Background: an optimization exercise with open tools, aiming at small area, a short achievable clock period and few clock cycles. Do not read the settings as production practice.
Where RTL was checked, it was by simulation tests only, not by an equivalence proof against the original.
Function not checked in run 1: the RTL went through the layout flow alone.

## flow/design.v (module list and top-level ports; edited modules follow where they fit)
// module medema_median: 57 lines
// module medema_ema_step: 362 lines
// module medema_amul: 216 lines
// module medema_div: 297 lines
// module five_channel_median_ema_conditioner: 279 lines
module five_channel_median_ema_conditioner #(
	parameter int WINDOW      = 5,
	parameter int CAL_SAMPLES = 60,
	parameter int FRAC_BITS   = 8
) (
	input  logic                              clk,
	input  logic                              arst_n,
	input  logic                              req_valid,
	output logic                              req_ready,
	input  logic                              req_type,
	input  logic signed [medema_pkg::SAMPLE_W-1:0] req_thumb,
	input  logic signed [medema_pkg::SAMPLE_W-1:0] req_index,
	input  logic signed [medema_pkg::SAMPLE_W-1:0] req_middle,
	input  logic signed [medema_pkg::SAMPLE_W-1:0] req_ring,
	input  logic signed [medema_pkg::SAMPLE_W-1:0] req_pinky,
	output logic                              rsp_valid,
	input  logic                              rsp_ready,
	output logic                              rsp_kind,
	output logic [medema_pkg::SAMPLE_W-1:0]   rsp_bend_thumb,
	output logic [medema_pkg::SAMPLE_W-1:0]   rsp_bend_index,
	output logic [medema_pkg::SAMPLE_W-1:0]   rsp_bend_middle,
	output logic [medema_pkg::SAMPLE_W-1:0]   rsp_bend_ring,
	output logic [medema_pkg::SAMPLE_W-1:0]   rsp_bend_pinky,
	output logic signed [medema_pkg::SAMPLE_W-1:0] rsp_rest_thumb,
	output logic signed [medema_pkg::SAMPLE_W-1:0] rsp_rest_index,
	output logic signed [medema_pkg::SAMPLE_W-1:0] rsp_rest_middle,
	output logic signed [medema_pkg::SAMPLE_W-1:0] rsp_rest_ring,
	output logic signed [medema_pkg::SAMPLE_W-1:0] rsp_rest_pinky,
	input  logic                              cfg_valid,
	output logic                              cfg_ready,
	input  logic [medema_pkg::ALPHA_W-1:0]    cfg_alpha
);
  // ...
==> flow/run.sh <==
#!/bin/bash
# synth_recipe.tcl (not shown) runs the flow's synth.tcl, then flattens the netlist and writes it again
# the make line also repeats each setting of config.mk as NAME=value (left out here)
make -C /OpenROAD-flow-scripts/flow DESIGN_CONFIG=/design/flow/config.mk WORK_HOME=/design/flow/orfs CLKGATE_MAP_FILE= SYNTH_SCRIPT=/design/flow/synth_recipe.tcl finish
==> flow/config.mk <==
export PLATFORM = sky130hd
export DESIGN_NAME = five_channel_median_ema_conditioner
export DESIGN_NICKNAME = five_channel_median_ema_conditioner
export VERILOG_FILES = /design/flow/design.v
export SDC_FILE = /design/flow/constraint.sdc
export NUM_CORES = 4
export LEC_CHECK = 0
export CAP_MARGIN = 20
export CORE_MARGIN = 2
export CORE_UTILIZATION = 40
export SETUP_SLACK_MARGIN = 5
export SLEW_MARGIN = 20
==> flow/constraint.sdc <==
create_clock -name core_clock -period 10.0 [get_ports {clk}]
set_input_delay 2.0000 -clock core_clock [delete_from_list [all_inputs] [get_ports {clk}]]
set_output_delay 2.0000 -clock core_clock [all_outputs]
set_load 0.01 [all_outputs]
==> flow_summary.toml, run 1 <==
[setup_path]
reg2reg_from = "a_one_q[0]"
cp_data_arrival_time_ns = 6.17
critPathBufInv = 8
start_kind = "flip-flop"
cp-endpoint = "ema_q[113]"

[floorplan]
die_h_um = 543.5
core.rowCount = 198

[place]
dp_hpwl_um = 264100
placed_area_mm2 = 0.1228

[clocking]
clk_pin_slew_ns = 0.06
cts_buffers = 146

[yosys]
syn_nets = 14690
ys_async_sr_fraction_pct = 36.56
synth_adder_area_share_pct = 24.90
yosys.area.top_type = "edfxtp_1"

[layout]
syn_to_final_growth_pct = 17.36
clock_buffers = 187
fin_nets = 14880
seq_share_pct = 22.30
drive_above_1_share_pct = 12.89

[timing]
whs_ns = 0.4715
finClkSkew_ns = 0.09032
max_freq_ghz = 0.1847
setup_ws_ns = 4.586

[global_routing]
grt_max_degree = 178

[outcome]
status = "no timing/DRC/antenna violations"

[drt]
met1_length_um = 168000
==> module medema_median, before the edit <==
module medema_median (
	input  logic [15:0]      x,
	input  logic [3:0][15:0] win,
	input  logic [5:0]       ord,
	input  logic [3:0]       is_hi,
	input  logic [3:0]       is_lo,
	output logic [3:0]       lt,       
	output logic [15:0]      median
);
	logic [3:0][3:0] bf;
	assign bf[0][1] =  ord[0];
	assign bf[1][0] = ~ord[0];
	assign bf[0][2] =  ord[1];
	assign bf[2][0] = ~ord[1];
	assign bf[0][3] =  ord[2];
	assign bf[3][0] = ~ord[2];
	assign bf[1][2] =  ord[3];
	assign bf[2][1] = ~ord[3];
	assign bf[1][3] =  ord[4];
	assign bf[3][1] = ~ord[4];
	assign bf[2][3] =  ord[5];
	assign bf[3][2] = ~ord[5];
	for (genvar i = 0; i < 4; i++) begin : g_diag
		assign bf[i][i] = 1'b0;
	end
	logic [3:0] r1, r2;
	for (genvar i = 0; i < 4; i++) begin : g_rank
		logic a, b, c;
		if (i == 0) begin : g0
			assign a = bf[1][0]; assign b = bf[2][0]; assign c = bf[3][0];
		end else if (i == 1) begin : g1
			assign a = bf[0][1]; assign b = bf[2][1]; assign c = bf[3][1];
		end else if (i == 2) begin : g2
			assign a = bf[0][2]; assign b = bf[1][2]; assign c = bf[3][2];
		end else begin : g3
			assign a = bf[0][3]; assign b = bf[1][3]; assign c = bf[2][3];
		end
		assign r1[i] = (a ^ b ^ c) & ~(a & b & c);
		assign r2[i] = (a & b & ~c) | (a & ~b & c) | (~a & b & c);
	end
	logic [15:0] s1, s2;
	always_comb begin
		s1 = '0;
		s2 = '0;
		for (int j = 0; j < 4; j++) begin
			s1 = s1 | ({16{r1[j]}} & win[j]);
			s2 = s2 | ({16{r2[j]}} & win[j]);
		end
	end
	for (genvar j = 0; j < 4; j++) begin : g_lt
		assign lt[j] = is_hi[j] | (~is_lo[j] & ($signed(x) < $signed(win[j])));
	end
	logic x_lt_s1, x_lt_s2;
	assign x_lt_s1 = |(r1 & lt);
	assign x_lt_s2 = |(r2 & lt);
	assign median  = x_lt_s1 ? s1 : (x_lt_s2 ? x : s2);
endmodule
==> inputs of run 2 (changes only) <==
--- a/flow/design.v
+++ b/flow/design.v
@@ -84,8 +84,31 @@
 			s2 = s2 | ({16{r2[j]}} & win[j]);
 		end
 	end
+	function automatic logic slt16(logic [15:0] a, logic [15:0] b);
+		logic [15:0] ua, ub, l1, g1;
+		logic [7:0]  l2, g2;
+		logic [3:0]  l3, g3;
+		logic [1:0]  l4, g4;
+		ua = {~a[15], a[14:0]};
+		ub = {~b[15], b[14:0]};
+		l1 = ~ua & ub;
+		g1 = ua & ~ub;
+		for (int k = 0; k < 8; k++) begin
+			l2[k] = l1[2*k+1] | (~g1[2*k+1] & l1[2*k]);
+			g2[k] = g1[2*k+1] | (~l1[2*k+1] & g1[2*k]);
+		end
+		for (int k = 0; k < 4; k++) begin
+			l3[k] = l2[2*k+1] | (~g2[2*k+1] & l2[2*k]);
+			g3[k] = g2[2*k+1] | (~l2[2*k+1] & g2[2*k]);
+		end
+		for (int k = 0; k < 2; k++) begin
+			l4[k] = l3[2*k+1] | (~g3[2*k+1] & l3[2*k]);
+			g4[k] = g3[2*k+1] | (~l3[2*k+1] & g3[2*k]);
+		end
+		slt16 = l4[1] | (~g4[1] & l4[0]);
+	endfunction
 	for (genvar j = 0; j < 4; j++) begin : g_lt
-		assign lt[j] = is_hi[j] | (~is_lo[j] & ($signed(x) < $signed(win[j])));
+		assign lt[j] = is_hi[j] | (~is_lo[j] & slt16(x, win[j]));
 	end
 	logic x_lt_s1, x_lt_s2;
 	assign x_lt_s1 = |(r1 & lt);
@@ -674,8 +697,9 @@
 	input  logic [22:0] sum,
 	output logic [15:0] quotient
 );
-	logic nsign;
+	logic nsign, cy;
 	assign nsign = ~sum[22];
+	assign cy    = sum[22] & (sum[1] | sum[0]);
 	logic dv1, dv2, dv3, dv4, dv5, dv6, dv7, dv8, dv9, dv10, dv11, dv12, dv13, dv14, dv15, dv16;
 	logic dv17, dv18, dv19, dv20, dv21, dv22, dv23, dv24, dv25, dv26, dv27, dv28, dv29, dv30, dv31, dv32;
 	logic dv33, dv34, dv35, dv36, dv37, dv38, dv39, dv40, dv41, dv42, dv43, dv44, dv45, dv46, dv47, dv48;
@@ -689,12 +713,9 @@
 	logic dv161, dv162, dv163, dv164, dv165, dv166, dv167, dv168, dv169, dv170, dv171, dv172, dv173, dv174, dv175, dv176;
 	logic dv177, dv178, dv179, dv180, dv181, dv182, dv183, dv184, dv185, dv186, dv187, dv188, dv189, dv190, dv191, dv192;
 	logic dv193, dv194, dv195, dv196, dv197, dv198, dv199, dv200, dv201, dv202, dv203, dv204, dv205, dv206, dv207, dv208;
-	logic dv209, dv210, dv211, dv212, dv213, dv214, dv215, dv216, dv217, dv218, dv219, dv220, dv221, dv222, dv223, dv224;
-	logic dv225, dv226, dv227, dv228, dv229, dv230, dv231, dv232, dv233, dv234, dv235, dv236, dv237, dv238, dv239, dv240;
-	logic dv241, dv242, dv243, dv244, dv245, dv246, dv247, dv248, dv249, dv250, dv251, dv252, dv253, dv254, dv255, dv256;
-	logic dv257, dv258, dv259, dv260, dv261, dv262, dv263, dv264, dv265, dv266, dv267, dv268;
-	assign dv1 = sum[20] ^ sum[17] ^ sum[13];
-	assign dv2 = (sum[20] & sum[17]) | (sum[20] & sum[13]) | (sum[17] & sum[13]);
+	logic dv209, dv210, dv211, dv212, dv213, dv214, dv215, dv216, dv217, dv218;
+	assign dv1 = sum[20] ^ sum[17];
+	assign dv2 = sum[20] & sum[17];
 	assign dv3 = sum[21] ^ sum[18] ^ sum[14];
 	assign dv4 = (sum[21] & sum[18]) | (sum[21] & sum[14]) | (sum[18] & sum[14]);
 	assign dv5 = nsign ^ sum[19] ^ sum[15];
@@ -707,265 +728,215 @@
 	assign dv12 = sum[8] & sum[4];
 	assign dv13 = sum[21] ^ sum[17] ^ sum[13];
 	assign dv14 = (sum[21] & sum[17]) | (sum[21] & sum[13]) | (sum[17] & sum[13]);
-	assign dv15 = sum[9] ^ sum[5] ^ sum[1];
-	assign dv16 = (sum[9] & sum[5]) | (sum[9] & sum[1]) | (sum[5] & sum[1]);
-	assign dv17 = nsign ^ sum[18] ^ sum[14];
-	assign dv18 = (nsign & sum[18]) | (nsign & sum[14]) | (sum[18] & sum[14]);
-	assign dv19 = sum[10] ^ sum[6];
-	assign dv20 = sum[10] & sum[6];
-	assign dv21 = sum[19] ^ sum[15] ^ sum[11];
-	assign dv22 = (sum[19] & sum[15]) | (sum[19] & sum[11]) | (sum[15] & sum[11]);
-	assign dv23 = sum[7] ^ sum[3];
-	assign dv24 = sum[7] & sum[3];
-	assign dv25 = sum[20] ^ sum[16] ^ sum[12];
-	assign dv26 = (sum[20] & sum[16]) | (sum[20] & sum[12]) | (sum[16] & sum[12]);
-	assign dv27 = sum[8] ^ sum[4];
-	assign dv28 = sum[8] & sum[4];
-	assign dv29 = sum[21] ^ sum[17] ^ sum[13];
-	assign dv30 = (sum[21] & sum[17]) | (sum[21] & sum[13]) | (sum[17] & sum[13]);
-	assign dv31 = sum[9] ^ sum[5];
-	assign dv32 = sum[9] & sum[5];
-	assign dv33 = nsign ^ sum[18];
-	assign dv34 = nsign & sum[18];
-	assign dv35 = sum[12] ^ sum[9];
-	assign dv36 = sum[12] & sum[9];
-	assign dv37 = sum[13] ^ sum[10] ^ sum[6];
-	assign dv38 = (sum[13] & sum[10]) | (sum[13] & sum[6]) | (sum[10] & sum[6]);
-	assign dv39 = sum[14] ^ sum[11] ^ sum[7];
-	assign dv40 = (sum[14] & sum[11]) | (sum[14] & sum[7]) | (sum[11] & sum[7]);
-	assign dv41 = sum[15] ^ sum[12] ^ sum[8];
-	assign dv42 = (sum[15] & sum[12]) | (sum[15] & sum[8]) | (sum[12] & sum[8]);
-	assign dv43 = sum[16] ^ sum[13] ^ sum[9];
-	assign dv44 = (sum[16] & sum[13]) | (sum[16] & sum[9]) | (sum[13] & sum[9]);
-	assign dv45 = sum[5] ^ sum[1];
-	assign dv46 = sum[5] & sum[1];
-	assign dv47 = sum[17] ^ sum[14] ^ sum[10];
-	assign dv48 = (sum[17] & sum[14]) | (sum[17] & sum[10]) | (sum[14] & sum[10]);
-	assign dv49 = sum[6] ^ sum[2] ^ sum[22];
-	assign dv50 = (sum[6] & sum[2]) | (sum[6] & sum[22]) | (sum[2] & sum[22]);
-	assign dv51 = sum[18] ^ sum[15] ^ sum[11];
-	assign dv52 = (sum[18] & sum[15]) | (sum[18] & sum[11]) | (sum[15] & sum[11]);
-	assign dv53 = sum[7] ^ sum[3] ^ sum[22];
-	assign dv54 = (sum[7] & sum[3]) | (sum[7] & sum[22]) | (sum[3] & sum[22]);
-	assign dv55 = sum[19] ^ sum[16] ^ sum[12];
-	assign dv56 = (sum[19] & sum[16]) | (sum[19] & sum[12]) | (sum[16] & sum[12]);
-	assign dv57 = sum[8] ^ sum[4] ^ sum[0];
-	assign dv58 = (sum[8] & sum[4]) | (sum[8] & sum[0]) | (sum[4] & sum[0]);
-	assign dv59 = sum[9] ^ sum[5] ^ sum[1];
-	assign dv60 = (sum[9] & sum[5]) | (sum[9] & sum[1]) | (sum[5] & sum[1]);
-	assign dv61 = sum[22] ^ 1'b1 ^ dv1;
-	assign dv62 = (sum[22] & 1'b1) | (sum[22] & dv1) | (1'b1 & dv1);
-	assign dv63 = sum[10] ^ sum[6] ^ sum[2];
-	assign dv64 = (sum[10] & sum[6]) | (sum[10] & sum[2]) | (sum[6] & sum[2]);
-	assign dv65 = sum[22] ^ dv2 ^ dv3;
-	assign dv66 = (sum[22] & dv2) | (sum[22] & dv3) | (dv2 & dv3);
-	assign dv67 = sum[3] ^ sum[22] ^ 1'b1;
-	assign dv68 = (sum[3] & sum[22]) | (sum[3] & 1'b1) | (sum[22] & 1'b1);
-	assign dv69 = dv4 ^ dv5 ^ dv7;
-	assign dv70 = (dv4 & dv5) | (dv4 & dv7) | (dv5 & dv7);
-	assign dv71 = sum[0] ^ 1'b1 ^ dv6;
-	assign dv72 = (sum[0] & 1'b1) | (sum[0] & dv6) | (1'b1 & dv6);
-	assign dv73 = dv8 ^ dv9 ^ dv11;
-	assign dv74 = (dv8 & dv9) | (dv8 & dv11) | (dv9 & dv11);
-	assign dv75 = sum[22] ^ 1'b1 ^ dv10;
-	assign dv76 = (sum[22] & 1'b1) | (sum[22] & dv10) | (1'b1 & dv10);
-	assign dv77 = dv12 ^ dv13 ^ dv15;
-	assign dv78 = (dv12 & dv13) | (dv12 & dv15) | (dv13 & dv15);
-	assign dv79 = sum[2] ^ sum[22] ^ dv14;
-	assign dv80 = (sum[2] & sum[22]) | (sum[2] & dv14) | (sum[22] & dv14);
-	assign dv81 = dv16 ^ dv17 ^ dv19;
-	assign dv82 = (dv16 & dv17) | (dv16 & dv19) | (dv17 & dv19);
-	assign dv83 = sum[22] ^ 1'b1 ^ dv18;
-	assign dv84 = (sum[22] & 1'b1) | (sum[22] & dv18) | (1'b1 & dv18);
-	assign dv85 = dv20 ^ dv21 ^ dv23;
-	assign dv86 = (dv20 & dv21) | (dv20 & dv23) | (dv21 & dv23);
-	assign dv87 = sum[22] ^ 1'b1 ^ dv22;
-	assign dv88 = (sum[22] & 1'b1) | (sum[22] & dv22) | (1'b1 & dv22);
-	assign dv89 = dv24 ^ dv25 ^ dv27;
-	assign dv90 = (dv24 & dv25) | (dv24 & dv27) | (dv25 & dv27);
-	assign dv91 = sum[22] ^ 1'b1 ^ dv26;
-	assign dv92 = (sum[22] & 1'b1) | (sum[22] & dv26) | (1'b1 & dv26);
-	assign dv93 = dv28 ^ dv29 ^ dv31;
-	assign dv94 = (dv28 & dv29) | (dv28 & dv31) | (dv29 & dv31);
-	assign dv95 = sum[14] ^ sum[10] ^ sum[6];
-	assign dv96 = (sum[14] & sum[10]) | (sum[14] & sum[6]) | (sum[10] & sum[6]);
-	assign dv97 = dv30 ^ dv32 ^ dv33;
-	assign dv98 = (dv30 & dv32) | (dv30 & dv33) | (dv32 & dv33);
-	assign dv99 = sum[19] ^ sum[15] ^ sum[11];
-	assign dv100 = (sum[19] & sum[15]) | (sum[19] & sum[11]) | (sum[15] & sum[11]);
-	assign dv101 = sum[7] ^ 1'b1 ^ dv34;
-	assign dv102 = (sum[7] & 1'b1) | (sum[7] & dv34) | (1'b1 & dv34);
-	assign dv103 = sum[20] ^ sum[16] ^ sum[12];
-	assign dv104 = (sum[20] & sum[16]) | (sum[20] & sum[12]) | (sum[16] & sum[12]);
-	assign dv105 = sum[8] ^ 1'b1;
-	assign dv106 = sum[8] & 1'b1;
-	assign dv107 = sum[21] ^ sum[17] ^ sum[13];
-	assign dv108 = (sum[21] & sum[17]) | (sum[21] & sum[13]) | (sum[17] & sum[13]);
-	assign dv109 = sum[9] ^ 1'b1;
-	assign dv110 = sum[9] & 1'b1;
-	assign dv111 = nsign ^ sum[18] ^ sum[14];
-	assign dv112 = (nsign & sum[18]) | (nsign & sum[14]) | (sum[18] & sum[14]);
-	assign dv113 = sum[19] ^ sum[15];
-	assign dv114 = sum[19] & sum[15];
-	assign dv115 = sum[20] ^ sum[16];
-	assign dv116 = sum[20] & sum[16];
-	assign dv117 = sum[21] ^ sum[17];
-	assign dv118 = sum[21] & sum[17];
-	assign dv119 = sum[7] ^ sum[4];
-	assign dv120 = sum[7] & sum[4];
-	assign dv121 = sum[8] ^ sum[5] ^ sum[1];
-	assign dv122 = (sum[8] & sum[5]) | (sum[8] & sum[1]) | (sum[5] & sum[1]);
-	assign dv123 = sum[9] ^ sum[6] ^ sum[2];
-	assign dv124 = (sum[9] & sum[6]) | (sum[9] & sum[2]) | (sum[6] & sum[2]);
-	assign dv125 = sum[10] ^ sum[7] ^ sum[3];
-	assign dv126 = (sum[10] & sum[7]) | (sum[10] & sum[3]) | (sum[7] & sum[3]);
-	assign dv127 = sum[11] ^ sum[8] ^ sum[4];
-	assign dv128 = (sum[11] & sum[8]) | (sum[11] & sum[4]) | (sum[8] & sum[4]);
-	assign dv129 = sum[5] ^ sum[1] ^ sum[22];
-	assign dv130 = (sum[5] & sum[1]) | (sum[5] & sum[22]) | (sum[1] & sum[22]);
-	assign dv131 = sum[2] ^ sum[22] ^ dv36;
-	assign dv132 = (sum[2] & sum[22]) | (sum[2] & dv36) | (sum[22] & dv36);
-	assign dv133 = sum[3] ^ sum[22] ^ dv38;
-	assign dv134 = (sum[3] & sum[22]) | (sum[3] & dv38) | (sum[22] & dv38);
-	assign dv135 = sum[4] ^ sum[0] ^ dv40;
-	assign dv136 = (sum[4] & sum[0]) | (sum[4] & dv40) | (sum[0] & dv40);
-	assign dv137 = sum[22] ^ dv42 ^ dv43;
-	assign dv138 = (sum[22] & dv42) | (sum[22] & dv43) | (dv42 & dv43);
-	assign dv139 = dv44 ^ dv46 ^ dv47;
-	assign dv140 = (dv44 & dv46) | (dv44 & dv47) | (dv46 & dv47);
-	assign dv141 = dv48 ^ dv50 ^ dv51;
-	assign dv142 = (dv48 & dv50) | (dv48 & dv51) | (dv50 & dv51);
-	assign dv143 = dv52 ^ dv54 ^ dv55;
-	assign dv144 = (dv52 & dv54) | (dv52 & dv55) | (dv54 & dv55);
-	assign dv145 = dv56 ^ dv58 ^ dv59;
-	assign dv146 = (dv56 & dv58) | (dv56 & dv59) | (dv58 & dv59);
-	assign dv147 = dv60 ^ dv62 ^ dv63;
-	assign dv148 = (dv60 & dv62) | (dv60 & dv63) | (dv62 & dv63);
-	assign dv149 = dv64 ^ dv66 ^ dv67;
-	assign dv150 = (dv64 & dv66) | (dv64 & dv67) | (dv66 & dv67);
-	assign dv151 = dv68 ^ dv70 ^ dv71;
-	assign dv152 = (dv68 & dv70) | (dv68 & dv71) | (dv70 & dv71);
-	assign dv153 = dv72 ^ dv74 ^ dv75;
-	assign dv154 = (dv72 & dv74) | (dv72 & dv75) | (dv74 & dv75);
-	assign dv155 = dv76 ^ dv78 ^ dv79;
-	assign dv156 = (dv76 & dv78) | (dv76 & dv79) | (dv78 & dv79);
-	assign dv157 = dv80 ^ dv82 ^ dv83;
-	assign dv158 = (dv80 & dv82) | (dv80 & dv83) | (dv82 & dv83);
-	assign dv159 = dv84 ^ dv86 ^ dv87;
-	assign dv160 = (dv84 & dv86) | (dv84 & dv87) | (dv86 & dv87);
-	assign dv161 = dv88 ^ dv90 ^ dv91;
-	assign dv162 = (dv88 & dv90) | (dv88 & dv91) | (dv90 & dv91);
-	assign dv163 = dv92 ^ dv94 ^ dv95;
-	assign dv164 = (dv92 & dv94) | (dv92 & dv95) | (dv94 & dv95);
-	assign dv165 = dv96 ^ dv98 ^ dv99;
-	assign dv166 = (dv96 & dv98) | (dv96 & dv99) | (dv98 & dv99);
-	assign dv167 = dv100 ^ dv102 ^ dv103;
-	assign dv168 = (dv100 & dv102) | (dv100 & dv103) | (dv102 & dv103);
-	assign dv169 = dv104 ^ dv106 ^ dv107;
-	assign dv170 = (dv104 & dv106) | (dv104 & dv107) | (dv106 & dv107);
-	assign dv171 = sum[10] ^ dv108 ^ dv110;
-	assign dv172 = (sum[10] & dv108) | (sum[10] & dv110) | (dv108 & dv110);
-	assign dv173 = sum[11] ^ 1'b1 ^ dv112;
-	assign dv174 = (sum[11] & 1'b1) | (sum[11] & dv112) | (1'b1 & dv112);
-	assign dv175 = sum[12] ^ 1'b1 ^ dv114;
-	assign dv176 = (sum[12] & 1'b1) | (sum[12] & dv114) | (1'b1 & dv114);
-	assign dv177 = sum[13] ^ 1'b1 ^ dv116;
-	assign dv178 = (sum[13] & 1'b1) | (sum[13] & dv116) | (1'b1 & dv116);
-	assign dv179 = nsign ^ sum[18] ^ sum[14];
-	assign dv180 = (nsign & sum[18]) | (nsign & sum[14]) | (sum[18] & sum[14]);
-	assign dv181 = sum[19] ^ sum[15];
-	assign dv182 = sum[19] & sum[15];
-	assign dv183 = sum[20] ^ sum[16];
-	assign dv184 = sum[20] & sum[16];
-	assign dv185 = sum[21] ^ sum[17];
-	assign dv186 = sum[21] & sum[17];
-	assign dv187 = sum[4] ^ sum[1];
-	assign dv188 = sum[4] & sum[1];
-	assign dv189 = sum[5] ^ sum[2];
-	assign dv190 = sum[5] & sum[2];
-	assign dv191 = sum[6] ^ sum[3];
-	assign dv192 = sum[6] & sum[3];
-	assign dv193 = sum[0] ^ sum[22] ^ dv119;
-	assign dv194 = (sum[0] & sum[22]) | (sum[0] & dv119) | (sum[22] & dv119);
-	assign dv195 = sum[22] ^ dv120 ^ dv121;
-	assign dv196 = (sum[22] & dv120) | (sum[22] & dv121) | (dv120 & dv121);
-	assign dv197 = sum[22] ^ dv122 ^ dv123;
-	assign dv198 = (sum[22] & dv122) | (sum[22] & dv123) | (dv122 & dv123);
-	assign dv199 = sum[22] ^ dv124 ^ dv125;
-	assign dv200 = (sum[22] & dv124) | (sum[22] & dv125) | (dv124 & dv125);
-	assign dv201 = sum[0] ^ dv126 ^ dv127;
-	assign dv202 = (sum[0] & dv126) | (sum[0] & dv127) | (dv126 & dv127);
-	assign dv203 = dv35 ^ dv128 ^ dv129;
-	assign dv204 = (dv35 & dv128) | (dv35 & dv129) | (dv128 & dv129);
-	assign dv205 = dv37 ^ dv130 ^ dv131;
-	assign dv206 = (dv37 & dv130) | (dv37 & dv131) | (dv130 & dv131);
-	assign dv207 = dv39 ^ dv132 ^ dv133;
-	assign dv208 = (dv39 & dv132) | (dv39 & dv133) | (dv132 & dv133);
-	assign dv209 = dv41 ^ dv134 ^ dv135;
-	assign dv210 = (dv41 & dv134) | (dv41 & dv135) | (dv134 & dv135);
-	assign dv211 = dv45 ^ dv136 ^ dv137;
-	assign dv212 = (dv45 & dv136) | (dv45 & dv137) | (dv136 & dv137);
-	assign dv213 = dv49 ^ dv138 ^ dv139;
-	assign dv214 = (dv49 & dv138) | (dv49 & dv139) | (dv138 & dv139);
-	assign dv215 = dv53 ^ dv140 ^ dv141;
-	assign dv216 = (dv53 & dv140) | (dv53 & dv141) | (dv140 & dv141);
-	assign dv217 = dv57 ^ dv142 ^ dv143;
-	assign dv218 = (dv57 & dv142) | (dv57 & dv143) | (dv142 & dv143);
-	assign dv219 = dv61 ^ dv144 ^ dv145;
-	assign dv220 = (dv61 & dv144) | (dv61 & dv145) | (dv144 & dv145);
-	assign dv221 = dv65 ^ dv146 ^ dv147;
-	assign dv222 = (dv65 & dv146) | (dv65 & dv147) | (dv146 & dv147);
-	assign dv223 = dv69 ^ dv148 ^ dv149;
-	assign dv224 = (dv69 & dv148) | (dv69 & dv149) | (dv148 & dv149);
-	assign dv225 = dv73 ^ dv150 ^ dv151;
-	assign dv226 = (dv73 & dv150) | (dv73 & dv151) | (dv150 & dv151);
-	assign dv227 = dv77 ^ dv152 ^ dv153;
-	assign dv228 = (dv77 & dv152) | (dv77 & dv153) | (dv152 & dv153);
-	assign dv229 = dv81 ^ dv154 ^ dv155;
-	assign dv230 = (dv81 & dv154) | (dv81 & dv155) | (dv154 & dv155);
-	assign dv231 = dv85 ^ dv156 ^ dv157;
-	assign dv232 = (dv85 & dv156) | (dv85 & dv157) | (dv156 & dv157);
-	assign dv233 = dv89 ^ dv158 ^ dv159;
-	assign dv234 = (dv89 & dv158) | (dv89 & dv159) | (dv158 & dv159);
-	assign dv235 = dv93 ^ dv160 ^ dv161;
-	assign dv236 = (dv93 & dv160) | (dv93 & dv161) | (dv160 & dv161);
-	assign dv237 = dv97 ^ dv162 ^ dv163;
-	assign dv238 = (dv97 & dv162) | (dv97 & dv163) | (dv162 & dv163);
-	assign dv239 = dv101 ^ dv164 ^ dv165;
-	assign dv240 = (dv101 & dv164) | (dv101 & dv165) | (dv164 & dv165);
-	assign dv241 = dv105 ^ dv166 ^ dv167;
-	assign dv242 = (dv105 & dv166) | (dv105 & dv167) | (dv166 & dv167);
-	assign dv243 = dv109 ^ dv168 ^ dv169;
-	assign dv244 = (dv109 & dv168) | (dv109 & dv169) | (dv168 & dv169);
-	assign dv245 = dv111 ^ dv170 ^ dv171;
-	assign dv246 = (dv111 & dv170) | (dv111 & dv171) | (dv170 & dv171);
-	assign dv247 = dv113 ^ dv172 ^ dv173;
-	assign dv248 = (dv113 & dv172) | (dv113 & dv173) | (dv172 & dv173);
-	assign dv249 = dv115 ^ dv174 ^ dv175;
-	assign dv250 = (dv115 & dv174) | (dv115 & dv175) | (dv174 & dv175);
-	assign dv251 = dv117 ^ dv176 ^ dv177;
-	assign dv252 = (dv117 & dv176) | (dv117 & dv177) | (dv176 & dv177);
-	assign dv253 = dv118 ^ dv178 ^ dv179;
-	assign dv254 = (dv118 & dv178) | (dv118 & dv179) | (dv178 & dv179);
-	assign dv255 = 1'b1 ^ dv180 ^ dv181;
-	assign dv256 = (1'b1 & dv180) | (1'b1 & dv181) | (dv180 & dv181);
-	assign dv257 = 1'b1 ^ dv182 ^ dv183;
-	assign dv258 = (1'b1 & dv182) | (1'b1 & dv183) | (dv182 & dv183);
-	assign dv259 = 1'b1 ^ dv184 ^ dv185;
-	assign dv260 = (1'b1 & dv184) | (1'b1 & dv185) | (dv184 & dv185);
-	assign dv261 = nsign ^ sum[18] ^ dv186;
-	assign dv262 = (nsign & sum[18]) | (nsign & dv186) | (sum[18] & dv186);
-	assign dv263 = sum[19] ^ 1'b1;
-	assign dv264 = sum[19] & 1'b1;
-	assign dv265 = sum[20] ^ 1'b1;
-	assign dv266 = sum[20] & 1'b1;
-	assign dv267 = sum[21] ^ 1'b1;
-	assign dv268 = sum[21] & 1'b1;
-	logic [44:0] dvra, dvrb, dvs;
-	assign dvra = {dv266, dv264, dv262, dv260, dv258, dv256, dv254, dv252, dv250, dv248, dv246, dv244, dv242, dv240, dv238, dv236, dv234, dv232, dv230, dv228, dv226, dv224, dv222, dv220, dv218, dv216, dv214, dv212, dv210, dv208, dv206, dv204, dv202, dv200, dv198, dv196, dv194, dv192, dv190, dv188, sum[22], sum[3], sum[2], sum[1], sum[0]};
-	assign dvrb = {dv267, dv265, dv263, dv261, dv259, dv257, dv255, dv253, dv251, dv249, dv247, dv245, dv243, dv241, dv239, dv237, dv235, dv233, dv231, dv229, dv227, dv225, dv223, dv221, dv219, dv217, dv215, dv213, dv211, dv209, dv207, dv205, dv203, dv201, dv199, dv197, dv195, dv193, dv191, dv189, dv187, sum[0], 1'b0, sum[22], sum[22]};
+	assign dv15 = sum[9] ^ sum[5];
+	assign dv16 = sum[9] & sum[5];
+	assign dv17 = nsign ^ sum[18];
+	assign dv18 = nsign & sum[18];
+	assign dv19 = sum[13] ^ sum[10];
+	assign dv20 = sum[13] & sum[10];
+	assign dv21 = sum[14] ^ sum[11] ^ sum[7];
+	assign dv22 = (sum[14] & sum[11]) | (sum[14] & sum[7]) | (sum[11] & sum[7]);
+	assign dv23 = sum[15] ^ sum[12] ^ sum[8];
+	assign dv24 = (sum[15] & sum[12]) | (sum[15] & sum[8]) | (sum[12] & sum[8]);
+	assign dv25 = sum[16] ^ sum[13] ^ sum[9];
+	assign dv26 = (sum[16] & sum[13]) | (sum[16] & sum[9]) | (sum[13] & sum[9]);
+	assign dv27 = sum[17] ^ sum[14] ^ sum[10];
+	assign dv28 = (sum[17] & sum[14]) | (sum[17] & sum[10]) | (sum[14] & sum[10]);
+	assign dv29 = sum[6] ^ sum[2];
+	assign dv30 = sum[6] & sum[2];
+	assign dv31 = sum[18] ^ sum[15] ^ sum[11];
+	assign dv32 = (sum[18] & sum[15]) | (sum[18] & sum[11]) | (sum[15] & sum[11]);
+	assign dv33 = sum[7] ^ sum[3] ^ sum[22];
+	assign dv34 = (sum[7] & sum[3]) | (sum[7] & sum[22]) | (sum[3] & sum[22]);
+	assign dv35 = sum[19] ^ sum[16] ^ sum[12];
+	assign dv36 = (sum[19] & sum[16]) | (sum[19] & sum[12]) | (sum[16] & sum[12]);
+	assign dv37 = sum[8] ^ sum[4] ^ sum[22];
+	assign dv38 = (sum[8] & sum[4]) | (sum[8] & sum[22]) | (sum[4] & sum[22]);
+	assign dv39 = sum[13] ^ sum[9] ^ sum[5];
+	assign dv40 = (sum[13] & sum[9]) | (sum[13] & sum[5]) | (sum[9] & sum[5]);
+	assign dv41 = sum[22] ^ 1'b1 ^ dv1;
+	assign dv42 = (sum[22] & 1'b1) | (sum[22] & dv1) | (1'b1 & dv1);
+	assign dv43 = sum[10] ^ sum[6] ^ sum[2];
+	assign dv44 = (sum[10] & sum[6]) | (sum[10] & sum[2]) | (sum[6] & sum[2]);
+	assign dv45 = cy ^ dv2 ^ dv3;
+	assign dv46 = (cy & dv2) | (cy & dv3) | (dv2 & dv3);
+	assign dv47 = sum[3] ^ sum[22] ^ 1'b1;
+	assign dv48 = (sum[3] & sum[22]) | (sum[3] & 1'b1) | (sum[22] & 1'b1);
+	assign dv49 = dv4 ^ dv5 ^ dv7;
+	assign dv50 = (dv4 & dv5) | (dv4 & dv7) | (dv5 & dv7);
+	assign dv51 = sum[22] ^ 1'b1 ^ dv6;
+	assign dv52 = (sum[22] & 1'b1) | (sum[22] & dv6) | (1'b1 & dv6);
+	assign dv53 = dv8 ^ dv9 ^ dv11;
+	assign dv54 = (dv8 & dv9) | (dv8 & dv11) | (dv9 & dv11);
+	assign dv55 = sum[22] ^ 1'b1 ^ dv10;
+	assign dv56 = (sum[22] & 1'b1) | (sum[22] & dv10) | (1'b1 & dv10);
+	assign dv57 = dv12 ^ dv13 ^ dv15;
+	assign dv58 = (dv12 & dv13) | (dv12 & dv15) | (dv13 & dv15);
+	assign dv59 = sum[14] ^ sum[10] ^ sum[6];
+	assign dv60 = (sum[14] & sum[10]) | (sum[14] & sum[6]) | (sum[10] & sum[6]);
+	assign dv61 = dv14 ^ dv16 ^ dv17;
+	assign dv62 = (dv14 & dv16) | (dv14 & dv17) | (dv16 & dv17);
+	assign dv63 = sum[19] ^ sum[15] ^ sum[11];
+	assign dv64 = (sum[19] & sum[15]) | (sum[19] & sum[11]) | (sum[15] & sum[11]);
+	assign dv65 = sum[7] ^ 1'b1 ^ dv18;
+	assign dv66 = (sum[7] & 1'b1) | (sum[7] & dv18) | (1'b1 & dv18);
+	assign dv67 = sum[20] ^ sum[16] ^ sum[12];
+	assign dv68 = (sum[20] & sum[16]) | (sum[20] & sum[12]) | (sum[16] & sum[12]);
+	assign dv69 = sum[8] ^ 1'b1;
+	assign dv70 = sum[8] & 1'b1;
+	assign dv71 = sum[21] ^ sum[17] ^ sum[13];
+	assign dv72 = (sum[21] & sum[17]) | (sum[21] & sum[13]) | (sum[17] & sum[13]);
+	assign dv73 = sum[9] ^ 1'b1;
+	assign dv74 = sum[9] & 1'b1;
+	assign dv75 = nsign ^ sum[18] ^ sum[14];
+	assign dv76 = (nsign & sum[18]) | (nsign & sum[14]) | (sum[18] & sum[14]);
+	assign dv77 = sum[19] ^ sum[15];
+	assign dv78 = sum[19] & sum[15];
+	assign dv79 = sum[20] ^ sum[16];
+	assign dv80 = sum[20] & sum[16];
+	assign dv81 = sum[21] ^ sum[17];
+	assign dv82 = sum[21] & sum[17];
+	assign dv83 = sum[5] ^ sum[2];
+	assign dv84 = sum[5] & sum[2];
+	assign dv85 = sum[6] ^ sum[3];
+	assign dv86 = sum[6] & sum[3];
+	assign dv87 = sum[7] ^ sum[4];
+	assign dv88 = sum[7] & sum[4];
+	assign dv89 = sum[8] ^ sum[5];
+	assign dv90 = sum[8] & sum[5];
+	assign dv91 = sum[9] ^ sum[6] ^ sum[2];
+	assign dv92 = (sum[9] & sum[6]) | (sum[9] & sum[2]) | (sum[6] & sum[2]);
+	assign dv93 = sum[10] ^ sum[7] ^ sum[3];
+	assign dv94 = (sum[10] & sum[7]) | (sum[10] & sum[3]) | (sum[7] & sum[3]);
+	assign dv95 = sum[11] ^ sum[8] ^ sum[4];
+	assign dv96 = (sum[11] & sum[8]) | (sum[11] & sum[4]) | (sum[8] & sum[4]);
+	assign dv97 = sum[12] ^ sum[9] ^ sum[5];
+	assign dv98 = (sum[12] & sum[9]) | (sum[12] & sum[5]) | (sum[9] & sum[5]);
+	assign dv99 = sum[6] ^ sum[2] ^ cy;
+	assign dv100 = (sum[6] & sum[2]) | (sum[6] & cy) | (sum[2] & cy);
+	assign dv101 = sum[3] ^ sum[22] ^ dv20;
+	assign dv102 = (sum[3] & sum[22]) | (sum[3] & dv20) | (sum[22] & dv20);
+	assign dv103 = sum[4] ^ sum[22] ^ dv22;
+	assign dv104 = (sum[4] & sum[22]) | (sum[4] & dv22) | (sum[22] & dv22);
+	assign dv105 = sum[5] ^ sum[22] ^ dv24;
+	assign dv106 = (sum[5] & sum[22]) | (sum[5] & dv24) | (sum[22] & dv24);
+	assign dv107 = cy ^ dv26 ^ dv27;
+	assign dv108 = (cy & dv26) | (cy & dv27) | (dv26 & dv27);
+	assign dv109 = dv28 ^ dv30 ^ dv31;
+	assign dv110 = (dv28 & dv30) | (dv28 & dv31) | (dv30 & dv31);
+	assign dv111 = dv32 ^ dv34 ^ dv35;
+	assign dv112 = (dv32 & dv34) | (dv32 & dv35) | (dv34 & dv35);
+	assign dv113 = dv36 ^ dv38 ^ dv39;
+	assign dv114 = (dv36 & dv38) | (dv36 & dv39) | (dv38 & dv39);
+	assign dv115 = dv40 ^ dv42 ^ dv43;
+	assign dv116 = (dv40 & dv42) | (dv40 & dv43) | (dv42 & dv43);
+	assign dv117 = dv44 ^ dv46 ^ dv47;
+	assign dv118 = (dv44 & dv46) | (dv44 & dv47) | (dv46 & dv47);
+	assign dv119 = dv48 ^ dv50 ^ dv51;
+	assign dv120 = (dv48 & dv50) | (dv48 & dv51) | (dv50 & dv51);
+	assign dv121 = dv52 ^ dv54 ^ dv55;
+	assign dv122 = (dv52 & dv54) | (dv52 & dv55) | (dv54 & dv55);
+	assign dv123 = dv56 ^ dv58 ^ dv59;
+	assign dv124 = (dv56 & dv58) | (dv56 & dv59) | (dv58 & dv59);
+	assign dv125 = dv60 ^ dv62 ^ dv63;
+	assign dv126 = (dv60 & dv62) | (dv60 & dv63) | (dv62 & dv63);
+	assign dv127 = dv64 ^ dv66 ^ dv67;
+	assign dv128 = (dv64 & dv66) | (dv64 & dv67) | (dv66 & dv67);
+	assign dv129 = dv68 ^ dv70 ^ dv71;
+	assign dv130 = (dv68 & dv70) | (dv68 & dv71) | (dv70 & dv71);
+	assign dv131 = sum[10] ^ dv72 ^ dv74;
+	assign dv132 = (sum[10] & dv72) | (sum[10] & dv74) | (dv72 & dv74);
+	assign dv133 = sum[11] ^ 1'b1 ^ dv76;
+	assign dv134 = (sum[11] & 1'b1) | (sum[11] & dv76) | (1'b1 & dv76);
+	assign dv135 = sum[12] ^ 1'b1 ^ dv78;
+	assign dv136 = (sum[12] & 1'b1) | (sum[12] & dv78) | (1'b1 & dv78);
+	assign dv137 = sum[13] ^ 1'b1 ^ dv80;
+	assign dv138 = (sum[13] & 1'b1) | (sum[13] & dv80) | (1'b1 & dv80);
+	assign dv139 = nsign ^ sum[18] ^ sum[14];
+	assign dv140 = (nsign & sum[18]) | (nsign & sum[14]) | (sum[18] & sum[14]);
+	assign dv141 = sum[19] ^ sum[15];
+	assign dv142 = sum[19] & sum[15];
+	assign dv143 = sum[20] ^ sum[16];
+	assign dv144 = sum[20] & sum[16];
+	assign dv145 = sum[21] ^ sum[17];
+	assign dv146 = sum[21] & sum[17];
+	assign dv147 = sum[22] ^ cy;
+	assign dv148 = sum[22] & cy;
+	assign dv149 = sum[22] ^ dv84 ^ dv85;
+	assign dv150 = (sum[22] & dv84) | (sum[22] & dv85) | (dv84 & dv85);
+	assign dv151 = sum[22] ^ dv86 ^ dv87;
+	assign dv152 = (sum[22] & dv86) | (sum[22] & dv87) | (dv86 & dv87);
+	assign dv153 = sum[22] ^ dv88 ^ dv89;
+	assign dv154 = (sum[22] & dv88) | (sum[22] & dv89) | (dv88 & dv89);
+	assign dv155 = cy ^ dv90 ^ dv91;
+	assign dv156 = (cy & dv90) | (cy & dv91) | (dv90 & dv91);
+	assign dv157 = sum[22] ^ dv92 ^ dv93;
+	assign dv158 = (sum[22] & dv92) | (sum[22] & dv93) | (dv92 & dv93);
+	assign dv159 = sum[22] ^ dv94 ^ dv95;
+	assign dv160 = (sum[22] & dv94) | (sum[22] & dv95) | (dv94 & dv95);
+	assign dv161 = sum[22] ^ dv96 ^ dv97;
+	assign dv162 = (sum[22] & dv96) | (sum[22] & dv97) | (dv96 & dv97);
+	assign dv163 = dv19 ^ dv98 ^ dv99;
+	assign dv164 = (dv19 & dv98) | (dv19 & dv99) | (dv98 & dv99);
+	assign dv165 = dv21 ^ dv100 ^ dv101;
+	assign dv166 = (dv21 & dv100) | (dv21 & dv101) | (dv100 & dv101);
+	assign dv167 = dv23 ^ dv102 ^ dv103;
+	assign dv168 = (dv23 & dv102) | (dv23 & dv103) | (dv102 & dv103);
+	assign dv169 = dv25 ^ dv104 ^ dv105;
+	assign dv170 = (dv25 & dv104) | (dv25 & dv105) | (dv104 & dv105);
+	assign dv171 = dv29 ^ dv106 ^ dv107;
+	assign dv172 = (dv29 & dv106) | (dv29 & dv107) | (dv106 & dv107);
+	assign dv173 = dv33 ^ dv108 ^ dv109;
+	assign dv174 = (dv33 & dv108) | (dv33 & dv109) | (dv108 & dv109);
+	assign dv175 = dv37 ^ dv110 ^ dv111;
+	assign dv176 = (dv37 & dv110) | (dv37 & dv111) | (dv110 & dv111);
+	assign dv177 = dv41 ^ dv112 ^ dv113;
+	assign dv178 = (dv41 & dv112) | (dv41 & dv113) | (dv112 & dv113);
+	assign dv179 = dv45 ^ dv114 ^ dv115;
+	assign dv180 = (dv45 & dv114) | (dv45 & dv115) | (dv114 & dv115);
+	assign dv181 = dv49 ^ dv116 ^ dv117;
+	assign dv182 = (dv49 & dv116) | (dv49 & dv117) | (dv116 & dv117);
+	assign dv183 = dv53 ^ dv118 ^ dv119;
+	assign dv184 = (dv53 & dv118) | (dv53 & dv119) | (dv118 & dv119);
+	assign dv185 = dv57 ^ dv120 ^ dv121;
+	assign dv186 = (dv57 & dv120) | (dv57 & dv121) | (dv120 & dv121);
+	assign dv187 = dv61 ^ dv122 ^ dv123;
+	assign dv188 = (dv61 & dv122) | (dv61 & dv123) | (dv122 & dv123);
+	assign dv189 = dv65 ^ dv124 ^ dv125;
+	assign dv190 = (dv65 & dv124) | (dv65 & dv125) | (dv124 & dv125);
+	assign dv191 = dv69 ^ dv126 ^ dv127;
+	assign dv192 = (dv69 & dv126) | (dv69 & dv127) | (dv126 & dv127);
+	assign dv193 = dv73 ^ dv128 ^ dv129;
+	assign dv194 = (dv73 & dv128) | (dv73 & dv129) | (dv128 & dv129);
+	assign dv195 = dv75 ^ dv130 ^ dv131;
+	assign dv196 = (dv75 & dv130) | (dv75 & dv131) | (dv130 & dv131);
+	assign dv197 = dv77 ^ dv132 ^ dv133;
+	assign dv198 = (dv77 & dv132) | (dv77 & dv133) | (dv132 & dv133);
+	assign dv199 = dv79 ^ dv134 ^ dv135;
+	assign dv200 = (dv79 & dv134) | (dv79 & dv135) | (dv134 & dv135);
+	assign dv201 = dv81 ^ dv136 ^ dv137;
+	assign dv202 = (dv81 & dv136) | (dv81 & dv137) | (dv136 & dv137);
+	assign dv203 = dv82 ^ dv138 ^ dv139;
+	assign dv204 = (dv82 & dv138) | (dv82 & dv139) | (dv138 & dv139);
+	assign dv205 = 1'b1 ^ dv140 ^ dv141;
+	assign dv206 = (1'b1 & dv140) | (1'b1 & dv141) | (dv140 & dv141);
+	assign dv207 = 1'b1 ^ dv142 ^ dv143;
+	assign dv208 = (1'b1 & dv142) | (1'b1 & dv143) | (dv142 & dv143);
+	assign dv209 = 1'b1 ^ dv144 ^ dv145;
+	assign dv210 = (1'b1 & dv144) | (1'b1 & dv145) | (dv144 & dv145);
+	assign dv211 = nsign ^ sum[18] ^ dv146;
+	assign dv212 = (nsign & sum[18]) | (nsign & dv146) | (sum[18] & dv146);
+	assign dv213 = sum[19] ^ 1'b1;
+	assign dv214 = sum[19] & 1'b1;
+	assign dv215 = sum[20] ^ 1'b1;
+	assign dv216 = sum[20] & 1'b1;
+	assign dv217 = sum[21] ^ 1'b1;
+	assign dv218 = sum[21] & 1'b1;
+	logic [38:0] dvra, dvrb, dvs;
+	assign dvra = {dv216, dv214, dv212, dv210, dv208, dv206, dv204, dv202, dv200, dv198, dv196, dv194, dv192, dv190, dv188, dv186, dv184, dv182, dv180, dv178, dv176, dv174, dv172, dv170, dv168, dv166, dv164, dv162, dv160, dv158, dv156, dv154, dv152, dv150, dv148, dv83, sum[4], sum[3], sum[2]};
+	assign dvrb = {dv217, dv215, dv213, dv211, dv209, dv207, dv205, dv203, dv201, dv199, dv197, dv195, dv193, dv191, dv189, dv187, dv185, dv183, dv181, dv179, dv177, dv175, dv173, dv171, dv169, dv167, dv165, dv163, dv161, dv159, dv157, dv155, dv153, dv151, dv149, dv147, sum[22], sum[22], cy};
 	assign dvs = dvra + dvrb;
-	assign quotient = dvs[44:29];
+	assign quotient = dvs[38:23];
 endmodule
 module five_channel_median_ema_conditioner #(
 	parameter int WINDOW      = 5,
@@ -1000,17 +971,17 @@
 	input  logic [medema_pkg::ALPHA_W-1:0]    cfg_alpha
 );
 	localparam int NCH = 5;
-	logic              ready_q;
 	logic              anz_q;
-	logic [4:0]        a_one_q, b_one_q;
+	logic [4:0]        a_one_q, b_one_q, ae_one_q, be_one_q;
 	logic [3:0]        a_two_q, b_two_q, a_neg_q, b_neg_q;
+	logic [3:0]        ae_two_q, be_two_q, ae_neg_q, be_neg_q;
 	logic [3:0]        pad_hi_q, pad_lo_q;    
 	logic [5:0]        cal_cnt_q;
 	logic              va_q, ka_q, vb_q, kb_q, vc_q, kc_q;
 	logic              dact_q;
 	logic [2:0]        dcnt_q;
-	logic              o1v_q, o1k_q, o2v_q, o2k_q;
-	logic [NCH-1:0][15:0] o1d_q, o2d_q;
+	logic              o1v_q, o1k_q;
+	logic [NCH-1:0][15:0] o1d_q;
 	logic [NCH-1:0][3:0][15:0] win_q;
 	logic [NCH-1:0][5:0]       ord_q;
 	logic [NCH-1:0][15:0]      m_q;
@@ -1041,35 +1012,33 @@
 		assign cb_neg[i] = xb[2*i+2] & ~(xb[2*i+1] & xb[2*i]);
 	end
 	logic accept, acc_stream, acc_cal, acc_calc;
-	logic mC, freeC, div_done, mB, freeB, mA;
-	logic pop, push;
-	logic va_n, ka_n, vb_n, kb_n, vc_n, kc_n, o1v_n, o2v_n, dact_n;
-	assign accept     = req_valid & ready_q;
+	logic stall, adv, div_step, div_done, hold_a, move_a, cal_load;
+	logic va_n, ka_n, vb_n, kb_n;
+	assign stall      = o1v_q & ~rsp_ready;
+	assign req_ready  = ~dact_q & ~stall;
+	assign accept     = req_valid & req_ready;
 	assign acc_stream = accept & ~req_type;
 	assign acc_cal    = accept & req_type;
 	assign acc_calc   = acc_cal & (cal_cnt_q == 6'(CAL_SAMPLES - 1));
-	assign mC       = vc_q & ~o2v_q;
-	assign freeC    = ~vc_q | mC;
-	assign div_done = (dcnt_q == 3'd5);
-	assign mB       = vb_q & freeC & (~kb_q | div_done);
-	assign freeB    = ~vb_q | mB;
-	assign mA       = va_q & freeB;
-	assign pop      = o1v_q & rsp_ready;
-	assign push     = mC;
+	assign div_step   = dact_q & (dcnt_q != 3'd5);
+	assign div_done   = dcnt_q == 3'd5;
+	assign adv        = ~stall;
+	assign hold_a     = ka_q & ~div_done;
+	assign move_a     = adv & va_q & ~hold_a;
+	assign cal_load   = adv & vb_q & kb_q;
 	always_comb begin
-		va_n = (acc_stream | acc_calc) ? 1'b1 : (mA ? 1'b0 : va_q);
-		ka_n = (acc_stream | acc_calc) ? acc_calc : ka_q;
-		vb_n = mA ? 1'b1 : (mB ? 1'b0 : vb_q);
-		kb_n = mA ? ka_q : kb_q;
-		vc_n = mB ? 1'b1 : (mC ? 1'b0 : vc_q);
-		kc_n = mB ? kb_q : kc_q;
-		o1v_n = (~o1v_q | pop) ? (o2v_q | push) : 1'b1;
-		o2v_n = o2v_q ? (pop ? push : 1'b1) : (push & o1v_q & ~pop);
-		dact_n = acc_calc | (dact_q & ~(mB & kb_q));
+		va_n = va_q; ka_n = ka_q; vb_n = vb_q; kb_n = kb_q;
+		if (adv) begin
+			vb_n = move_a;
+			kb_n = ka_q;
+			if (!(va_q && hold_a)) begin
+				va_n = acc_stream | acc_calc;
+				ka_n = acc_calc;
+			end
+		end
 	end
 	always_ff @(posedge clk or negedge arst_n) begin
 		if (!arst_n) begin
-			ready_q   <= 1'b1;
 			anz_q     <= 1'b1;
 			a_one_q   <= 5'b01111;
 			a_two_q   <= 4'b0000;
@@ -1077,26 +1046,24 @@
 			b_one_q   <= 5'b11111;
 			b_two_q   <= 4'b0000;
 			b_neg_q   <= 4'b1101;
+			ae_one_q  <= 5'b01111;
+			ae_two_q  <= 4'b0000;
+			ae_neg_q  <= 4'b0010;
+			be_one_q  <= 5'b11111;
+			be_two_q  <= 4'b0000;
+			be_neg_q  <= 4'b1101;
 			pad_hi_q  <= 4'b0101;
 			pad_lo_q  <= 4'b1010;
-			for (int c = 0; c < NCH; c++)
-				ord_q[c] <= 6'b001000;
 			cal_cnt_q <= '0;
 			va_q <= 1'b0; ka_q <= 1'b0;
 			vb_q <= 1'b0; kb_q <= 1'b0;
 			vc_q <= 1'b0; kc_q <= 1'b0;
-			o1v_q <= 1'b0; o2v_q <= 1'b0;
+			o1v_q  <= 1'b0;
 			dact_q <= 1'b0;
 			dcnt_q <= '0;
 		end else begin
-			va_q <= va_n; ka_q <= ka_n;
-			vb_q <= vb_n; kb_q <= kb_n;
-			vc_q <= vc_n; kc_q <= kc_n;
-			o1v_q <= o1v_n; o2v_q <= o2v_n;
-			dact_q <= dact_n;
-			ready_q <= ~dact_n & (~va_n | ~vb_n | ~vc_n | ~o2v_n);
 			if (cfg_valid) begin
-				anz_q <= (cfg_alpha != 9'd0);
+				anz_q   <= (cfg_alpha != 9'd0);
 				a_one_q <= {cfg_a[8] | cfg_a[7], ca_one};
 				a_two_q <= ca_two;
 				a_neg_q <= ca_neg;
@@ -1107,20 +1074,49 @@
 			if (acc_stream) begin
 				pad_hi_q <= {pad_hi_q[2:0], 1'b0};
 				pad_lo_q <= {pad_lo_q[2:0], 1'b0};
-				for (int c = 0; c < NCH; c++) begin
-					ord_q[c][0] <= lt[c][0];
-					ord_q[c][1] <= lt[c][1];
-					ord_q[c][2] <= lt[c][2];
-					ord_q[c][3] <= ord_q[c][0];  
-					ord_q[c][4] <= ord_q[c][1];  
-					ord_q[c][5] <= ord_q[c][3];  
-				end
 			end
 			if (acc_cal)
 				cal_cnt_q <= acc_calc ? 6'd0 : cal_cnt_q + 6'd1;
+			if (adv) begin
+				o1v_q <= vc_q;
+				vc_q  <= vb_q;
+				kc_q  <= kb_q;
+			end
+			va_q <= va_n; ka_q <= ka_n;
+			vb_q <= vb_n; kb_q <= kb_n;
+			if (va_n && ka_n) begin
+				ae_one_q <= 5'b10000;
+				ae_two_q <= 4'b0000;
+				ae_neg_q <= 4'b0000;
+			end else if (cfg_valid) begin
+				ae_one_q <= {cfg_a[8] | cfg_a[7], ca_one};
+				ae_two_q <= ca_two;
+				ae_neg_q <= ca_neg;
+			end else begin
+				ae_one_q <= a_one_q;
+				ae_two_q <= a_two_q;
+				ae_neg_q <= a_neg_q;
+			end
+			if (vb_n && kb_n) begin
+				be_one_q <= 5'b00000;
+				be_two_q <= 4'b0000;
+				be_neg_q <= 4'b0000;
+			end else if (cfg_valid) begin
+				be_one_q <= {cfg_b[7], cb_one};
+				be_two_q <= cb_two;
+				be_neg_q <= cb_neg;
+			end else begin
+				be_one_q <= b_one_q;
+				be_two_q <= b_two_q;
+				be_neg_q <= b_neg_q;
+			end
+			if (acc_calc)
+				dact_q <= 1'b1;
+			else if (cal_load)
+				dact_q <= 1'b0;
 			if (acc_calc)
 				dcnt_q <= '0;
-			else if (dact_q && !div_done)
+			else if (div_step)
 				dcnt_q <= dcnt_q + 3'd1;
 		end
 	end
@@ -1137,10 +1133,31 @@
 			.median (med[c])
 		);
 	end
+	always_ff @(posedge clk or negedge arst_n) begin
+		if (!arst_n) begin
+			for (int c = 0; c < NCH; c++)
+				ord_q[c] <= 6'b001000;
+		end else if (acc_stream) begin
+			for (int c = 0; c < NCH; c++) begin
+				ord_q[c][0] <= lt[c][0];
+				ord_q[c][1] <= lt[c][1];
+				ord_q[c][2] <= lt[c][2];
+				ord_q[c][3] <= ord_q[c][0];  
+				ord_q[c][4] <= ord_q[c][1];  
+				ord_q[c][5] <= ord_q[c][3];  
+			end
+		end
+	end
 	always_ff @(posedge clk) begin
 		if (acc_stream) begin
+			for (int c = 0; c < NCH; c++)
+				m_q[c] <= med[c];
+		end else if (dact_q && dcnt_q == 3'd4) begin
+			for (int c = 0; c < NCH; c++)
+				m_q[c] <= sum_rot[c][15:0];
+		end
+		if (acc_stream) begin
 			for (int c = 0; c < NCH; c++) begin
-				m_q[c]      <= med[c];
 				win_q[c][0] <= in_smp[c];
 				for (int k = 1; k < 4; k++)
 					win_q[c][k] <= win_q[c][k-1];
@@ -1151,36 +1168,39 @@
 	for (genvar c = 0; c < NCH; c++) begin : g_amul
 		medema_amul u_amul (
 			.m   (m_q[c]),
-			.one (a_one_q),
-			.two (a_two_q),
-			.neg (a_neg_q),
+			.one (ae_one_q),
+			.two (ae_two_q),
+			.neg (ae_neg_q),
 			.q   (qa[c])
 		);
 	end
 	always_ff @(posedge clk) begin
-		if (mA) begin
+		if (move_a) begin
 			for (int c = 0; c < NCH; c++)
 				q_q[c] <= qa[c];
 		end
 	end
 	logic [NCH-1:0][23:0] enext;
-	logic [NCH-1:0][15:0] quo;
 	for (genvar c = 0; c < NCH; c++) begin : g_ema
 		medema_ema_step u_ema (
 			.e      (ema_q[c]),
 			.q      (q_q[c]),
-			.one    (b_one_q),
-			.two    (b_two_q),
-			.neg    (b_neg_q),
+			.one    (be_one_q),
+			.two    (be_two_q),
+			.neg    (be_neg_q),
 			.e_next (enext[c])
 		);
 	end
+	logic [15:0] quo;
+	logic [NCH-1:0][22:0] sum_rot;
 	medema_div u_div (
 		.sum      (sum_q[0]),
-		.quotient (quo[0])
+		.quotient (quo)
 	);
-	for (genvar c = 1; c < NCH; c++) begin : g_quo
-		assign quo[c] = '0;
+	always_comb begin
+		for (int c = 0; c < NCH - 1; c++)
+			sum_rot[c] = sum_q[c+1];
+		sum_rot[NCH-1] = {{7{quo[15]}}, quo};
 	end
 	always_ff @(posedge clk or negedge arst_n) begin
 		if (!arst_n) begin
@@ -1188,61 +1208,50 @@
 			off_q <= '0;
 			sum_q <= '0;
 		end else begin
-			if (mB && kb_q) begin
+			if (adv && vb_q && (anz_q || kb_q)) begin
+				for (int c = 0; c < NCH; c++)
+					ema_q[c] <= enext[c];
+			end
+			if (cal_load) begin
 				for (int c = 0; c < NCH; c++) begin
 					off_q[c] <= sum_q[c][15:0];
-					ema_q[c] <= {sum_q[c][15:0], 8'h00};
 					sum_q[c] <= '0;
 				end
 			end else begin
-				if (mB && anz_q) begin
-					for (int c = 0; c < NCH; c++)
-						ema_q[c] <= enext[c];
-				end
 				if (acc_cal) begin
 					for (int c = 0; c < NCH; c++)
 						sum_q[c] <= sum_q[c] + {{7{in_smp[c][15]}}, in_smp[c]};
-				end else if (dact_q && !div_done) begin
-					for (int c = 0; c < NCH - 1; c++)
-						sum_q[c] <= sum_q[c+1];
-					sum_q[NCH-1] <= {{7{quo[0][15]}}, quo[0]};
+				end else if (div_step) begin
+					sum_q <= sum_rot;
 				end
 			end
 		end
 	end
 	logic [NCH-1:0][15:0] cval;
 	for (genvar c = 0; c < NCH; c++) begin : g_bend
-		logic        rnd;
-		logic [16:0] eh, off, dev, ndev;
-		assign rnd  = ema_q[c][23] & (|ema_q[c][7:0]);
-		assign eh   = {ema_q[c][23], ema_q[c][23:8]};
-		assign off  = {off_q[c][15], off_q[c]};
-		assign dev  = eh - off + {16'b0, rnd};
-		assign ndev = off - eh - {16'b0, rnd};
-		assign cval[c] = kc_q ? off_q[c] : (dev[16] ? ndev[15:0] : dev[15:0]);
+		logic [15:0] t;
+		logic [16:0] dev;
+		assign t   = ema_q[c][23:8] + {15'b0, ema_q[c][23] & (|ema_q[c][7:0])};
+		assign dev = {t[15], t} - {off_q[c][15], off_q[c]};
+		assign cval[c] = {16{~kc_q}} & (dev[16] ? (16'd0 - dev[15:0]) : dev[15:0]);
 	end
 	always_ff @(posedge clk) begin
-		if (!o1v_q || pop) begin
-			o1d_q <= o2v_q ? o2d_q : cval;
-			o1k_q <= o2v_q ? o2k_q : kc_q;
-		end
-		if (!o2v_q || pop) begin
-			o2d_q <= cval;
-			o2k_q <= kc_q;
+		if (!stall) begin
+			o1d_q <= cval;
+			o1k_q <= kc_q;
 		end
 	end
 	assign rsp_valid       = o1v_q;
 	assign rsp_kind        = o1k_q;
-	assign rsp_bend_thumb  = o1k_q ? 16'h0 : o1d_q[0];
-	assign rsp_bend_index  = o1k_q ? 16'h0 : o1d_q[1];
-	assign rsp_bend_middle = o1k_q ? 16'h0 : o1d_q[2];
-	assign rsp_bend_ring   = o1k_q ? 16'h0 : o1d_q[3];
-	assign rsp_bend_pinky  = o1k_q ? 16'h0 : o1d_q[4];
-	assign rsp_rest_thumb  = o1k_q ? o1d_q[0] : 16'h0;
-	assign rsp_rest_index  = o1k_q ? o1d_q[1] : 16'h0;
-	assign rsp_rest_middle = o1k_q ? o1d_q[2] : 16'h0;
-	assign rsp_rest_ring   = o1k_q ? o1d_q[3] : 16'h0;
-	assign rsp_rest_pinky  = o1k_q ? o1d_q[4] : 16'h0;
-	assign req_ready       = ready_q;
+	assign rsp_bend_thumb  = o1d_q[0];
+	assign rsp_bend_index  = o1d_q[1];
+	assign rsp_bend_middle = o1d_q[2];
+	assign rsp_bend_ring   = o1d_q[3];
+	assign rsp_bend_pinky  = o1d_q[4];
+	assign rsp_rest_thumb  = o1k_q ? off_q[0] : 16'h0;
+	assign rsp_rest_index  = o1k_q ? off_q[1] : 16'h0;
+	assign rsp_rest_middle = o1k_q ? off_q[2] : 16'h0;
+	assign rsp_rest_ring   = o1k_q ? off_q[3] : 16'h0;
+	assign rsp_rest_pinky  = o1k_q ? off_q[4] : 16'h0;
 	assign cfg_ready       = 1'b1;
 endmodule
--- a/flow/config.mk
+++ b/flow/config.mk
@@ -7,6 +7,6 @@
 export LEC_CHECK = 0
 export CAP_MARGIN = 20
 export CORE_MARGIN = 2
-export CORE_UTILIZATION = 40
+export CORE_UTILIZATION = 50
 export SETUP_SLACK_MARGIN = 5
 export SLEW_MARGIN = 20
==> flow_summary.toml, run 2 <==
[global_routing]
grtUsageMet3_pct = 5.884
antenna_found_initial = 15
use_met2_pct = 51.83
grt_overflow = 0
grt_pass1_vias = 90220
grt.busiest_layer = "met2"
met1_usage_pct = 47.14
grt_usage_pct = 33.99
grt_pass1_wl_um = 567900
grt_max_degree = 177

[yosys]
synth_commonest_cells = "inv_1 (1633), a22oi_1 (1003), nand2_1 (882)"
synth_top_area_share_pct = 16.78
ys_warn_count = 2
yosysMostFrequentCell = "inv_1"
synth_ff_type = "edfxtp_1"
synth_top_family_by_area = "adder cells"
synth_seq_cells = 1020
syn_nets = 13400
yosys-top-cells-area = "edfxtp_1 (17%), fa_1 (13%), dfrtp_1 (9.0%), ha_1 (8.2%), a22oi_1 (7.0%)"
synth-xor-area-share_pct = 10.90
ys_seq_area_share_pct = 26.56
syn_area_mm2 = 0.1076
syn_avg_cell_area_um2 = 9.045
synth_compound_area_share_pct = 19.79
synth_edf_count = 601
synth_cells = 11890
muxShareOfSynthArea_pct = 0.6351
synth_adder_area_share_pct = 23.03
yosys.area_share.simple_pct = 10.71
synth.distinct_cells = 102
ys_async_sr_fraction_pct = 41.08
yosys.area.top_type = "edfxtp_1"

[floorplan]
die-area_mm2 = 0.2189
fp.dieW_um = 467.8
io-pin-count = 259
core.rowCount = 170
die_h_um = 467.8
coreArea_mm2 = 0.2142
start_util_pct = 50.22

[layout]
final_common_cell = "inv_1"
largest_reg_flops = 320
seq_area_mm2 = 0.02875
multi_input_area_mm2 = 0.07392
regMostFlops = "win_q"
drive_above_1_share_pct = 14.40
final_cell_mix = "inv_1 (1542), a22oi_1 (957), nand2_1 (871), fa_1 (668), xnor2_1 (648)"
syn_to_final_growth_pct = 17.70
largestRegisters = "win_q: 320 flops, ema_q: 120 flops, q_q: 120 flops"
fill_cells = 18310
stdcell_area_mm2 = 0.1266
fin_nets = 13680
utilization_pct = 59.11

[drt]
routedWlPerCell_um = 25.79
wl_um = 390300
vias_per_cell = 6.173
antenna_left = 0
drc = 0
dr.pass1.iters = 6
drtIter0Drc = 10750
num_vias = 93390

[timing]
tightest_slew_ns = 1.183
hold_violations = 0
whs_ns = 0.4992
finalMaxSlewViolations = 0
min_period_ns = 5.699
rsz0062_at_grt = "yes"
finalSetupViolations = 0
slew-limit-headroom_pct = 21.16
finClkSkew_ns = 0.04009
max_freq_ghz = 0.1755
fin_tns_setup_ns = 0
fin_crit_sh_pct = 56.99

[setup_path]
critPathKind = "reg2reg"
start_kind = "flip-flop"
cp.required_ns = 10.73
critPathBufInv = 5
slowest_stage = "dfstp_4"
cp-end-kind = "flip-flop"
path_cells = "buf_12 -> buf_12 -> a22oi_2 -> xor2_1 -> fa_1 -> inv_2 -> fa_1 -> inv_1 -> fa_1 -> inv_2 -> ha_4 -> a21o_1 -> a21o_1 -> a221o_1 -> nand3_1 -> nand3_2 -> or2_4 -> a221o_1 -> a311o_1 -> a21o_1 -> or4_1 -> nand3_1"
critPathMaxStageDelay_ns = 0.65
crit_fanout = 4
cp_top_family = "adder cells"
cp_data_arrival_time_ns = 6.43

[min_path]
worstHoldPathType = "reg2reg"

[outcome]
status = "no timing/DRC/antenna violations"

[clocking]
clock_path_buffers = 3
cts_hold_buf = 0
clockRootBuffer = "clkbuf_16"
cts_htree_levels = 4
cts_buffers = 131
clock_sinks = 1020
insertion_delay_ns = 0.83
cts_tree = "done"
clk_pin_slew_ns = 0.06

[run]
drv_cap = 0

[place]
port_buffers = 257
placed_area_mm2 = 0.1122
gp_congestion = 0.9719
dp_hpwl_um = 262100
==> run 2: layout make-up <==
cell class              instances  area share (%)
flip-flops and latches       1020           22.71
well taps                    2838           2.804
diodes                         10         0.01976
repair buffers                880           7.620
inverters                    1644           4.907
multi-input cells            8495           58.38
clock buffers                 186           2.964
clock inverters                57          0.5939
==> run 2: stage by stage <==
step / instances / setup WS (ns)
4_1_cts: 14840 / 4.383
2_1_floorplan: 11890 / 4.405
6_report: 15130 / 4.301
3_3_place_gp: 14360 / 3.186
3_5_place_dp: 14360 / 3.132
5_1_grt: 15120 / 4.160
==> run 2: cells by family after synthesis <==
| group | count (synthesis) |
|---|---|
| multiplexers | 64 |
| other | 1 |
| flip-flops | 1020 |
| AO/OA/AOI/OAI | 3092 |
| adder cells (fa/ha/maj) | 1594 |
| XOR/XNOR | 1339 |
| AND/OR/NAND/NOR | 2405 |
| buffers and inverters | 2378 |
==> run 2: timing repair <==
action,4_1_cts,5_1_grt
gates cloned,18,14
setup endpoints to repair,336,287
buffers inserted,223,263
pin swaps,173,428
gates resized for setup,518,634
==> run 2: worst paths after layout <==
check | start | to | slack (ns) | depth (start not counted)
worst max-delay path | be_one_q[2] | ema_q[68] | 4.30 | 22
worst min-delay path | win_q[10] | win_q[26] | 0.50 | 0
worst max register to register | be_one_q[2] | ema_q[68] | 4.30 | 22
worst min register to register | win_q[10] | win_q[26] | 0.50 | 0
max in group asynchronous | arst_n | sum_q[22] | 6.89 | 3
min in group asynchronous | arst_n | ema_q[73] | 1.14 | 1
==> run 2: metal layers <==
layer | part of all wire (%) | vias to the layer above
met2 | 44 | 4696
met3 | 9.4 | 891
met4 | 5.8 | 12
met5 | 0.019 | -
li1 | - | 41490
met1 | 41 | 46300
Testbench counts of run 2, summed over its fixed seeds: cycles 2,488.

[afterwards: timing with drivers on the ports]
The flow's constraints put no driver on any port. The routed layouts listed below were extracted and timed again, unchanged, in two steps.
Step 1: set_driving_cell puts a clkbuf_16 on clk and a buf_2 on each other input, an assumption about the parent block.
Step 2 moves the port delays by t, midway between the first and last clock arrival at a register: inputs arrive t later, outputs are due t later. That takes back most of the time a late clock gives input paths.
a / b / c = no drivers / after step 1 / after step 2; a / b = the first two.
| run | shift t [ns] | slack for setup (ns) | clock arrival spread, ns | worst register clock-pin slew, ns | worst data-port slew with drivers (ns) |
|---|---|---|---|---|---|
| run 1 | 0.927 | 4.586 / 4.586 / 4.245 | 0.091 / 0.091 | 0.07 / 0.07 | 0.14 |
| run 2 | 0.913 | 4.301 / 4.301 / 4.146 | 0.045 / 0.045 | 0.07 / 0.07 | 0.11 |
After both steps every run listed still meets setup and hold. For run 1, which loses most, drivers alone change the setup slack by 0.000 ns; drivers and shift together by -0.341 ns.
